This is an optimization exercise on Yosys and OpenROAD, whose aim is small area, a short achievable clock period and few clock cycles per item, not a production implementation. RTL that was checked went through simulation tests only; none was proved equivalent to the original. No activity file was given, so power comes from the tool's default toggle rates.

== build 37 ==
==> module gf_addsub_lanes, before the edit <==
module gf_addsub_lanes #(
    parameter int               WIDTH   = 32,
    parameter logic [WIDTH-1:0] MODULUS = 32'hec940e71,
    parameter int               LANES   = 4
) (
    input  logic                     i_clk,
    input  logic                     i_rst,
    input  logic                     i_valid,
    output logic                     o_ready,
    input  logic [1:0]               i_op,
    input  logic [LANES*WIDTH-1:0]   i_a,
    input  logic [LANES*WIDTH-1:0]   i_b,
    output logic                     o_valid,
    input  logic                     i_ready,
    output logic [LANES*WIDTH-1:0]   o_out,
    output logic [LANES-1:0]         o_err
);
    localparam int PREFIX_A = 0;
    localparam int PREFIX_B = 0;
    localparam int LOGW   = 5;   
    function automatic logic [WIDTH:0] carries(input logic [WIDTH-1:0] g,
                                               input logic [WIDTH-1:0] p,
                                               input logic             cin,
                                               input int               style);
        logic [WIDTH-1:0] gg, pp, gn, pn;
        gg    = g;
        pp    = p;
        gg[0] = g[0] | (p[0] & cin);
        if (style == 0) begin
            for (int l = 0; l < LOGW; l++) begin
                gn = gg;
                pn = pp;
                for (int i = 0; i < WIDTH; i++) begin
                    if ((i >> l) & 1) begin
                        gn[i] = gg[i] | (pp[i] & gg[((i >> l) << l) - 1]);
                        pn[i] = pp[i] & pp[((i >> l) << l) - 1];
                    end
                end
                gg = gn;
                pp = pn;
            end
        end else if (style == 1) begin
            for (int l = 0; l < LOGW; l++) begin
                for (int i = 0; i < WIDTH; i++) begin
                    if (((i + 1) % (2 << l)) == 0) begin
                        gg[i] = gg[i] | (pp[i] & gg[i - (1 << l)]);
                        pp[i] = pp[i] & pp[i - (1 << l)];
                    end
                end
            end
            for (int l = LOGW - 2; l >= 0; l--) begin
                for (int i = 0; i < WIDTH; i++) begin
                    if (((i + 1) % (2 << l)) == (1 << l) && i >= (2 << l)) begin
                        gg[i] = gg[i] | (pp[i] & gg[i - (1 << l)]);
                        pp[i] = pp[i] & pp[i - (1 << l)];
                    end
                end
            end
        end else begin
            for (int l = 0; l < LOGW; l++) begin
                gn = gg;
                pn = pp;
                for (int i = 0; i < WIDTH; i++) begin
                    if (i >= (1 << l)) begin
                        gn[i] = gg[i] | (pp[i] & gg[i - (1 << l)]);
                        pn[i] = pp[i] & pp[i - (1 << l)];
                    end
                end
                gg = gn;
                pp = pn;
            end
        end
        carries = {gg, cin};
    endfunction
    logic sub_c, cin_c, neg_c;
    assign sub_c = i_op[0] ^ i_op[1];
    assign cin_c = i_op[0] & ~i_op[1];
    assign neg_c = i_op[1] & ~i_op[0];
    logic [LANES-1:0][WIDTH-1:0] v_c;
    logic [LANES-1:0]            co_c;
    logic [LANES-1:0]            err_c;
    for (genvar k = 0; k < LANES; k++) begin : g_front
        logic [WIDTH-1:0] a, b, y;
        logic [WIDTH:0]   c1;
        assign a = i_a[k*WIDTH +: WIDTH];
        assign b = i_b[k*WIDTH +: WIDTH];
        assign err_c[k] = (a >= MODULUS) | ((b >= MODULUS) & ~i_op[1]);
        assign y = i_op[1] ? {WIDTH{~i_op[0]}} : (b ^ {WIDTH{i_op[0]}});
        assign c1      = carries(a & y, a ^ y, cin_c, PREFIX_A);
        assign v_c[k]  = a ^ y ^ c1[WIDTH-1:0] ^ {WIDTH{~cin_c}};
        assign co_c[k] = c1[WIDTH] ^ neg_c;
    end
    logic [LANES-1:0][WIDTH-1:0] v_q;
    logic [LANES-1:0]            co_q;
    logic                        sub_q;
    assign o_ready = ~o_valid | i_ready;
    always_ff @(posedge i_clk) begin
        if (i_rst) begin
            o_valid <= 1'b0;
        end else if (o_ready) begin
            o_valid <= i_valid;
        end
    end
    always_ff @(posedge i_clk) begin
        if (o_ready) begin
            v_q   <= v_c;
            co_q  <= co_c;
            sub_q <= sub_c;
            o_err <= err_c;
        end
    end
    for (genvar k = 0; k < LANES; k++) begin : g_back
        logic [WIDTH-1:0] v, d;
        logic [WIDTH:0]   cw;
        logic             pick;
        assign v    = v_q[k];
        assign cw   = carries(v & MODULUS, v | MODULUS, 1'b0, PREFIX_B);
        assign d    = MODULUS ^ cw[WIDTH-1:0];
        assign pick = sub_q ? ~co_q[k] : (co_q[k] | ~cw[WIDTH]);
        assign o_out[k*WIDTH +: WIDTH] = v ^ {WIDTH{~sub_q}} ^ (d & {WIDTH{pick}});
    end
endmodule
Settings: LEC_CHECK=0, CAP_MARGIN=20, CORE_MARGIN=2, CORE_UTILIZATION=40, CTS_BUF_LIST=sky130_fd_sc_hd__clkbuf_8, GPL_TIMING_DRIVEN=0, SETUP_SLACK_MARGIN=1.0, SLEW_MARGIN=20; clock period 5.5 ns.
standard.sh (not shown) runs the stock make flow with config.mk's settings and CLKGATE_MAP_FILE= SYNTH_SCRIPT=/design/flow/synth_recipe.tcl, a recipe that flattens the netlist after the stock synthesis.
==> flow/flow/run.sh <==
#!/bin/bash
# Layout flow: the standard ORFS flow (standard.sh) with these changes:
#  - the ports get plain sky130_fd_sc_hd__buf_1 buffers instead of delay cells;
#  - if flow/abc.script exists, synthesis maps the logic with that ABC script in place
#    of ORFS's speed script (everything else in the synthesis is the standard flow's own script);
#  - settings in flow/env.sh (if any) are exported before the flow runs.
# Each tool's full output goes to the ORFS logs under orfs/logs; make's own output
# goes to flow_make.log here.
set -euo pipefail
W=$(pwd)
export BUFFER_PORTS_ARGS="-buffer_cell sky130_fd_sc_hd__buf_1"
if [[ -f flow/env.sh ]]; then source flow/env.sh; fi
SYN=$W/synth_recipe.tcl
if [[ -f flow/abc.script ]]; then
  cat > $W/flow_synth.tcl <<EOT
proc abc {args} {
  set i [lsearch -exact \$args -script]
  if {\$i >= 0} { lset args [expr {\$i + 1}] $W/flow/abc.script }
  yosys abc {*}\$args
}
source $W/synth_recipe.tcl
EOT
  SYN=$W/flow_synth.tcl
fi
sed "s#SYNTH_SCRIPT=$W/synth_recipe.tcl#SYNTH_SCRIPT=$SYN#" standard.sh > flow_standard.sh
bash flow_standard.sh > flow_make.log 2>&1
==> flow/flow/env.sh <==
export REMOVE_ABC_BUFFERS=1
Testbench counts of build 37, summed over its fixed seeds: cycles 12,008, items 12,000.
#### Input delta (build 14 over build 37)
--- a/flow/design.v
+++ b/flow/design.v
@@ -13,13 +13,13 @@
     output logic                     o_valid,
     input  logic                     i_ready,
     output logic [LANES*WIDTH-1:0]   o_out,
     output logic [LANES-1:0]         o_err
 );
     localparam int PREFIX_A = 0;
-    localparam int PREFIX_B = 0;
+    localparam int PREFIX_B = 2;
     localparam int LOGW   = 5;   
     function automatic logic [WIDTH:0] carries(input logic [WIDTH-1:0] g,
                                                input logic [WIDTH-1:0] p,
                                                input logic             cin,
                                                input int               style);
         logic [WIDTH-1:0] gg, pp, gn, pn;
## What came out
Relative to build 37, the number of ordinary and repair buffers in the finished layout measured on build 14 has increased by a few percent. flop to output port as the classification of the worst setup path was reported by build 37, and input pin to flop by build 14. Per the comparison of build 14 with build 37, post-layout worst setup margin climbed 69 ps; synthesized cell count went up about 1.4%. Diff build 37 and build 14: overall power consumption lower in build 14. For the fraction of area in registers, build 14 came in 0.17 points lower than build 37 did. Going from build 37 to build 14, sequential cell fraction of total power ~0 delta; chip height +0.84%; switching fraction of total power +0.61 points; wire length -3.8%. Delta (build 14 minus build 37): maximum frequency increased by 0.0036 GHz relative to the old numbers; area share of fa/ha/maj cells after synthesis -0.20 points.
Testbench counts of build 14, summed over its fixed seeds: cycles 12,008, items 12,000.


gf_addsub_lanes, a different RTL version from the one above (not shown whole).
Size in the first run: about 2200 cells after synthesis, roughly 140 flip-flops.
==> module gf_addsub_lanes, before the edit <==
module gf_addsub_lanes #(
    parameter int               WIDTH   = 32,
    parameter logic [WIDTH-1:0] MODULUS = 32'hec940e71,
    parameter int               LANES   = 4
) (
    input  logic                     i_clk,
    input  logic                     i_rst,
    input  logic                     i_valid,
    output logic                     o_ready,
    input  logic [1:0]               i_op,
    input  logic [LANES*WIDTH-1:0]   i_a,
    input  logic [LANES*WIDTH-1:0]   i_b,
    output logic                     o_valid,
    input  logic                     i_ready,
    output logic [LANES*WIDTH-1:0]   o_out,
    output logic [LANES-1:0]         o_err
);
    localparam int PREFIX_A = 1;
    localparam int PREFIX_B = 0;
    localparam int LOGW   = 5;   
    function automatic logic [WIDTH:0] carries(input logic [WIDTH-1:0] g,
                                               input logic [WIDTH-1:0] p,
                                               input logic             cin,
                                               input int               style);
        logic [WIDTH-1:0] gg, pp, gn, pn;
        gg    = g;
        pp    = p;
        gg[0] = g[0] | (p[0] & cin);
        if (style == 0) begin
            for (int l = 0; l < LOGW; l++) begin
                gn = gg;
                pn = pp;
                for (int i = 0; i < WIDTH; i++) begin
                    if ((i >> l) & 1) begin
                        gn[i] = gg[i] | (pp[i] & gg[((i >> l) << l) - 1]);
                        pn[i] = pp[i] & pp[((i >> l) << l) - 1];
                    end
                end
                gg = gn;
                pp = pn;
            end
        end else if (style == 1) begin
            for (int l = 0; l < LOGW; l++) begin
                for (int i = 0; i < WIDTH; i++) begin
                    if (((i + 1) % (2 << l)) == 0) begin
                        gg[i] = gg[i] | (pp[i] & gg[i - (1 << l)]);
                        pp[i] = pp[i] & pp[i - (1 << l)];
                    end
                end
            end
            for (int l = LOGW - 2; l >= 0; l--) begin
                for (int i = 0; i < WIDTH; i++) begin
                    if (((i + 1) % (2 << l)) == (1 << l) && i >= (2 << l)) begin
                        gg[i] = gg[i] | (pp[i] & gg[i - (1 << l)]);
                        pp[i] = pp[i] & pp[i - (1 << l)];
                    end
                end
            end
        end else begin
            for (int l = 0; l < LOGW; l++) begin
                gn = gg;
                pn = pp;
                for (int i = 0; i < WIDTH; i++) begin
                    if (i >= (1 << l)) begin
                        gn[i] = gg[i] | (pp[i] & gg[i - (1 << l)]);
                        pn[i] = pp[i] & pp[i - (1 << l)];
                    end
                end
                gg = gn;
                pp = pn;
            end
        end
        carries = {gg, cin};
    endfunction
    logic sub_c, neg_c;
    assign sub_c = i_op[0] ^ i_op[1];
    assign neg_c = i_op[1] & ~i_op[0];
    logic [LANES-1:0][WIDTH-1:0] v_c;
    logic [LANES-1:0]            co_c;
    logic [LANES-1:0]            err_c;
    for (genvar k = 0; k < LANES; k++) begin : g_front
        logic [WIDTH-1:0] a, b, x, y, yi;
        logic [WIDTH:0]   c1;
        assign a = i_a[k*WIDTH +: WIDTH];
        assign b = i_b[k*WIDTH +: WIDTH];
        assign err_c[k] = (a >= MODULUS) | ((b >= MODULUS) & ~i_op[1]);
        assign x  = a & {WIDTH{~neg_c}};
        assign y  = (a & {WIDTH{neg_c}}) | (b & {WIDTH{~i_op[1]}});
        assign yi = y ^ {WIDTH{sub_c}};
        assign c1      = carries(x & yi, x ^ yi, sub_c, PREFIX_A);
        assign v_c[k]  = ~(x ^ y) ^ c1[WIDTH-1:0];
        assign co_c[k] = c1[WIDTH];
    end
    logic [LANES-1:0][WIDTH-1:0] v_q;
    logic [LANES-1:0]            co_q;
    logic                        sub_q;
    assign o_ready = ~o_valid | i_ready;
    always_ff @(posedge i_clk) begin
        if (i_rst) begin
            o_valid <= 1'b0;
        end else if (o_ready) begin
            o_valid <= i_valid;
        end
    end
    always_ff @(posedge i_clk) begin
        if (o_ready) begin
            v_q   <= v_c;
            co_q  <= co_c;
            sub_q <= sub_c;
            o_err <= err_c;
        end
    end
    for (genvar k = 0; k < LANES; k++) begin : g_back
        logic [WIDTH-1:0] v, d;
        logic [WIDTH:0]   cw;
        logic             pick;
        assign v    = v_q[k];
        assign cw   = carries(v & MODULUS, v | MODULUS, 1'b0, PREFIX_B);
        assign d    = MODULUS ^ cw[WIDTH-1:0];
        assign pick = sub_q ? ~co_q[k] : (co_q[k] | ~cw[WIDTH]);
        assign o_out[k*WIDTH +: WIDTH] = v ^ {WIDTH{~sub_q}} ^ (d & {WIDTH{pick}});
    end
endmodule
clock: 5.5 ns
lec_check: 0
cap_margin: 20
core_margin: 2
core_utilization: 40
gpl_timing_driven: 0
setup_slack_margin: 1.0
slew_margin: 20
Scripts as last shown in full above: flow/flow/run.sh
Testbench counts at the start, summed over its fixed seeds: cycles 12,008, items 12,000.
Change:
--- a/flow/design.v
+++ b/flow/design.v
@@ -12,14 +12,14 @@
     input  logic [LANES*WIDTH-1:0]   i_b,
     output logic                     o_valid,
     input  logic                     i_ready,
     output logic [LANES*WIDTH-1:0]   o_out,
     output logic [LANES-1:0]         o_err
 );
-    localparam int PREFIX_A = 1;
-    localparam int PREFIX_B = 0;
+    localparam int PREFIX_A = 0;
+    localparam int PREFIX_B = 1;
     localparam int LOGW   = 5;   
     function automatic logic [WIDTH:0] carries(input logic [WIDTH-1:0] g,
                                                input logic [WIDTH-1:0] p,
                                                input logic             cin,
                                                input int               style);
         logic [WIDTH-1:0] gg, pp, gn, pn;
Result: Hold slack improves by 0.0043 ns. Core utilization climbs by 3.5 points. Design area climbs by 7.6%. Power climbs by about 9%. Via count climbs by about 3%. Die area climbs by 0.95%. Worst setup slack degrades by 0.081 ns. Routed wire length climbs by 5.4%. Sequential power stays flat.
No functional check of the RTL was part of the second run of this note.


v25:
The RTL this note starts from:
==> flow/design.v <==
module gf_addsub_lanes #(
    parameter int               WIDTH   = 32,
    parameter logic [WIDTH-1:0] MODULUS = 32'hec940e71,
    parameter int               LANES   = 4
) (
    input  logic                     i_clk,
    input  logic                     i_rst,
    input  logic                     i_valid,
    output logic                     o_ready,
    input  logic [1:0]               i_op,
    input  logic [LANES*WIDTH-1:0]   i_a,
    input  logic [LANES*WIDTH-1:0]   i_b,
    output logic                     o_valid,
    input  logic                     i_ready,
    output logic [LANES*WIDTH-1:0]   o_out,
    output logic [LANES-1:0]         o_err
);
    localparam int PREFIX = 0;
    localparam int LOGW   = 5;   
    function automatic logic [WIDTH:0] carries(input logic [WIDTH-1:0] g,
                                               input logic [WIDTH-1:0] p,
                                               input logic             cin);
        logic [WIDTH-1:0] gg, pp, gn, pn;
        gg    = g;
        pp    = p;
        gg[0] = g[0] | (p[0] & cin);
        if (PREFIX == 0) begin
            for (int l = 0; l < LOGW; l++) begin
                gn = gg;
                pn = pp;
                for (int i = 0; i < WIDTH; i++) begin
                    if ((i >> l) & 1) begin
                        gn[i] = gg[i] | (pp[i] & gg[((i >> l) << l) - 1]);
                        pn[i] = pp[i] & pp[((i >> l) << l) - 1];
                    end
                end
                gg = gn;
                pp = pn;
            end
        end else if (PREFIX == 1) begin
            for (int l = 0; l < LOGW; l++) begin
                for (int i = 0; i < WIDTH; i++) begin
                    if (((i + 1) % (2 << l)) == 0) begin
                        gg[i] = gg[i] | (pp[i] & gg[i - (1 << l)]);
                        pp[i] = pp[i] & pp[i - (1 << l)];
                    end
                end
            end
            for (int l = LOGW - 2; l >= 0; l--) begin
                for (int i = 0; i < WIDTH; i++) begin
                    if (((i + 1) % (2 << l)) == (1 << l) && i >= (2 << l)) begin
                        gg[i] = gg[i] | (pp[i] & gg[i - (1 << l)]);
                        pp[i] = pp[i] & pp[i - (1 << l)];
                    end
                end
            end
        end else begin
            for (int l = 0; l < LOGW; l++) begin
                gn = gg;
                pn = pp;
                for (int i = 0; i < WIDTH; i++) begin
                    if (i >= (1 << l)) begin
                        gn[i] = gg[i] | (pp[i] & gg[i - (1 << l)]);
                        pn[i] = pp[i] & pp[i - (1 << l)];
                    end
                end
                gg = gn;
                pp = pn;
            end
        end
        carries = {gg, cin};
    endfunction
    logic sub_c, neg_c;
    assign sub_c = i_op[0] ^ i_op[1];
    assign neg_c = i_op[1] & ~i_op[0];
    logic [LANES-1:0][WIDTH-1:0] v_c;
    logic [LANES-1:0]            co_c;
    logic [LANES-1:0]            err_c;
    for (genvar k = 0; k < LANES; k++) begin : g_front
        logic [WIDTH-1:0] a, b, x, y, yi;
        logic [WIDTH:0]   c1;
        assign a = i_a[k*WIDTH +: WIDTH];
        assign b = i_b[k*WIDTH +: WIDTH];
        assign err_c[k] = (a >= MODULUS) | ((b >= MODULUS) & ~i_op[1]);
        assign x  = a & {WIDTH{~neg_c}};
        assign y  = (a & {WIDTH{neg_c}}) | (b & {WIDTH{~i_op[1]}});
        assign yi = y ^ {WIDTH{sub_c}};
        assign c1      = carries(x & yi, x ^ yi, sub_c);
        assign v_c[k]  = ~(x ^ y) ^ c1[WIDTH-1:0];
        assign co_c[k] = c1[WIDTH];
    end
    logic [LANES-1:0][WIDTH-1:0] v_q;
    logic [LANES-1:0]            co_q;
    logic                        sub_q;
    assign o_ready = ~o_valid | i_ready;
    always_ff @(posedge i_clk) begin
        if (i_rst) begin
            o_valid <= 1'b0;
        end else if (o_ready) begin
            o_valid <= i_valid;
        end
    end
    always_ff @(posedge i_clk) begin
        if (o_ready) begin
            v_q   <= v_c;
            co_q  <= co_c;
            sub_q <= sub_c;
            o_err <= err_c;
        end
    end
    for (genvar k = 0; k < LANES; k++) begin : g_back
        logic [WIDTH-1:0] v, d;
        logic [WIDTH:0]   cw;
        logic             pick;
        assign v    = v_q[k];
        assign cw   = carries(v & MODULUS, v | MODULUS, 1'b0);
        assign d    = MODULUS ^ cw[WIDTH-1:0];
        assign pick = sub_q ? ~co_q[k] : (co_q[k] | ~cw[WIDTH]);
        assign o_out[k*WIDTH +: WIDTH] = v ^ {WIDTH{~sub_q}} ^ (d & {WIDTH{pick}});
    end
endmodule
clock: 5.5 ns
lec_check: 0
cap_margin: 20
core_margin: 2
core_utilization: 40
gpl_timing_driven: 0
setup_slack_margin: 1.2
slew_margin: 20
Scripts as last shown in full above: flow/flow/run.sh
v25 reached the final stage; the timing, DRC and antenna checks on its layout passed.
Testbench counts of v25, summed over its fixed seeds: cycles 12,008, items 12,000.
Edits applied to the flow inputs when going from v25 to v8:
--- a/flow/design.v
+++ b/flow/design.v
@@ -15,16 +15,18 @@
     output logic [LANES*WIDTH-1:0]   o_out,
     output logic [LANES-1:0]         o_err
 );
-    localparam int PREFIX = 0;
+    localparam int PREFIX_A = 0;
+    localparam int PREFIX_B = 0;
     localparam int LOGW   = 5;   
     function automatic logic [WIDTH:0] carries(input logic [WIDTH-1:0] g,
                                                input logic [WIDTH-1:0] p,
-                                               input logic             cin);
+                                               input logic             cin,
+                                               input int               style);
         logic [WIDTH-1:0] gg, pp, gn, pn;
         gg    = g;
         pp    = p;
         gg[0] = g[0] | (p[0] & cin);
-        if (PREFIX == 0) begin
+        if (style == 0) begin
             for (int l = 0; l < LOGW; l++) begin
                 gn = gg;
                 pn = pp;
@@ -37,7 +39,7 @@
                 gg = gn;
                 pp = pn;
             end
-        end else if (PREFIX == 1) begin
+        end else if (style == 1) begin
             for (int l = 0; l < LOGW; l++) begin
                 for (int i = 0; i < WIDTH; i++) begin
                     if (((i + 1) % (2 << l)) == 0) begin
@@ -70,24 +72,25 @@
         end
         carries = {gg, cin};
     endfunction
-    logic sub_c, neg_c;
+    logic sub_c, cin_c, neg_c;
     assign sub_c = i_op[0] ^ i_op[1];
+    assign cin_c = i_op[0] & ~i_op[1];
     assign neg_c = i_op[1] & ~i_op[0];
     logic [LANES-1:0][WIDTH-1:0] v_c;
     logic [LANES-1:0]            co_c;
     logic [LANES-1:0]            err_c;
     for (genvar k = 0; k < LANES; k++) begin : g_front
-        logic [WIDTH-1:0] a, b, x, y, yi;
+        logic [WIDTH-1:0] a, b, y;
         logic [WIDTH:0]   c1;
         assign a = i_a[k*WIDTH +: WIDTH];
         assign b = i_b[k*WIDTH +: WIDTH];
         assign err_c[k] = (a >= MODULUS) | ((b >= MODULUS) & ~i_op[1]);
-        assign x  = a & {WIDTH{~neg_c}};
-        assign y  = (a & {WIDTH{neg_c}}) | (b & {WIDTH{~i_op[1]}});
-        assign yi = y ^ {WIDTH{sub_c}};
-        assign c1      = carries(x & yi, x ^ yi, sub_c);
-        assign v_c[k]  = ~(x ^ y) ^ c1[WIDTH-1:0];
-        assign co_c[k] = c1[WIDTH];
+        logic [WIDTH-1:0] yv;
+        assign y  = i_op[1] ? {WIDTH{~i_op[0]}} : (b ^ {WIDTH{i_op[0]}});
+        assign yv = i_op[1] ? {WIDTH{i_op[0]}} : ~b;
+        assign c1      = carries(a & y, a | y, cin_c, PREFIX_A);
+        assign v_c[k]  = a ^ yv ^ c1[WIDTH-1:0];
+        assign co_c[k] = c1[WIDTH] ^ neg_c;
     end
     logic [LANES-1:0][WIDTH-1:0] v_q;
     logic [LANES-1:0]            co_q;
@@ -113,7 +116,7 @@
         logic [WIDTH:0]   cw;
         logic             pick;
         assign v    = v_q[k];
-        assign cw   = carries(v & MODULUS, v | MODULUS, 1'b0);
+        assign cw   = carries(v & MODULUS, v | MODULUS, 1'b0, PREFIX_B);
         assign d    = MODULUS ^ cw[WIDTH-1:0];
         assign pick = sub_q ? ~co_q[k] : (co_q[k] | ~cw[WIDTH]);
         assign o_out[k*WIDTH +: WIDTH] = v ^ {WIDTH{~sub_q}} ^ (d & {WIDTH{pick}});
--- outcome ---
- Diff v25 -> v8: vias per cell up 8.1%; non-clock buffer contribution to total cell area now sits higher.
- Summary of v8 over v25: utilization after layout moved up, largest voltage drop on the vdd net -5.6%.
- In v8, the wire length came out 25% above the value in v25.
For v8, only the layout was checked, not whether the RTL still works.

[separate check: timing with driven ports]
No port has a modelled driver above. Below, the same layouts with a new extraction and two added sets of constraints. Step 1 assumes that a clkbuf_16 drives the clock port and a buf_2 every other input. Step 2 also shifts input and output timing later by t, the mid clock arrival at the registers, as if the neighbouring blocks saw the same clock. Three values: ideal, step 1, step 2; two values: the first two.
run | shift t [ns] | slack for setup (ns) | clock arrival spread, ns | worst register clock-pin slew, ns
build 37 | 0.518 | 1.089 / 0.905 / 0.386 | 0.017 / 0.017 | 0.09 / 0.09
build 14 | 0.544 | 1.158 / 1.118 / 0.588 | 0.017 / 0.017 | 0.08 / 0.08
the first run of note 2 | 0.510 | 1.062 / 1.006 / 0.696 | 0.011 / 0.011 | 0.07 / 0.07
the second run of note 2 | 0.506 | 0.981 / 0.924 / 0.497 | 0.013 / 0.013 | 0.07 / 0.07
v25 | 0.504 | 1.154 / 1.101 / 0.628 | 0.012 / 0.012 | 0.07 / 0.07
v8 | 0.521 | 0.493 / 0.436 / 0.607 | 0.012 / 0.012 | 0.06 / 0.06
After both steps setup and hold are still met in every run listed. For build 37, which loses most, drivers alone change the setup slack by -0.184 ns; drivers and shift together by -0.703 ns.
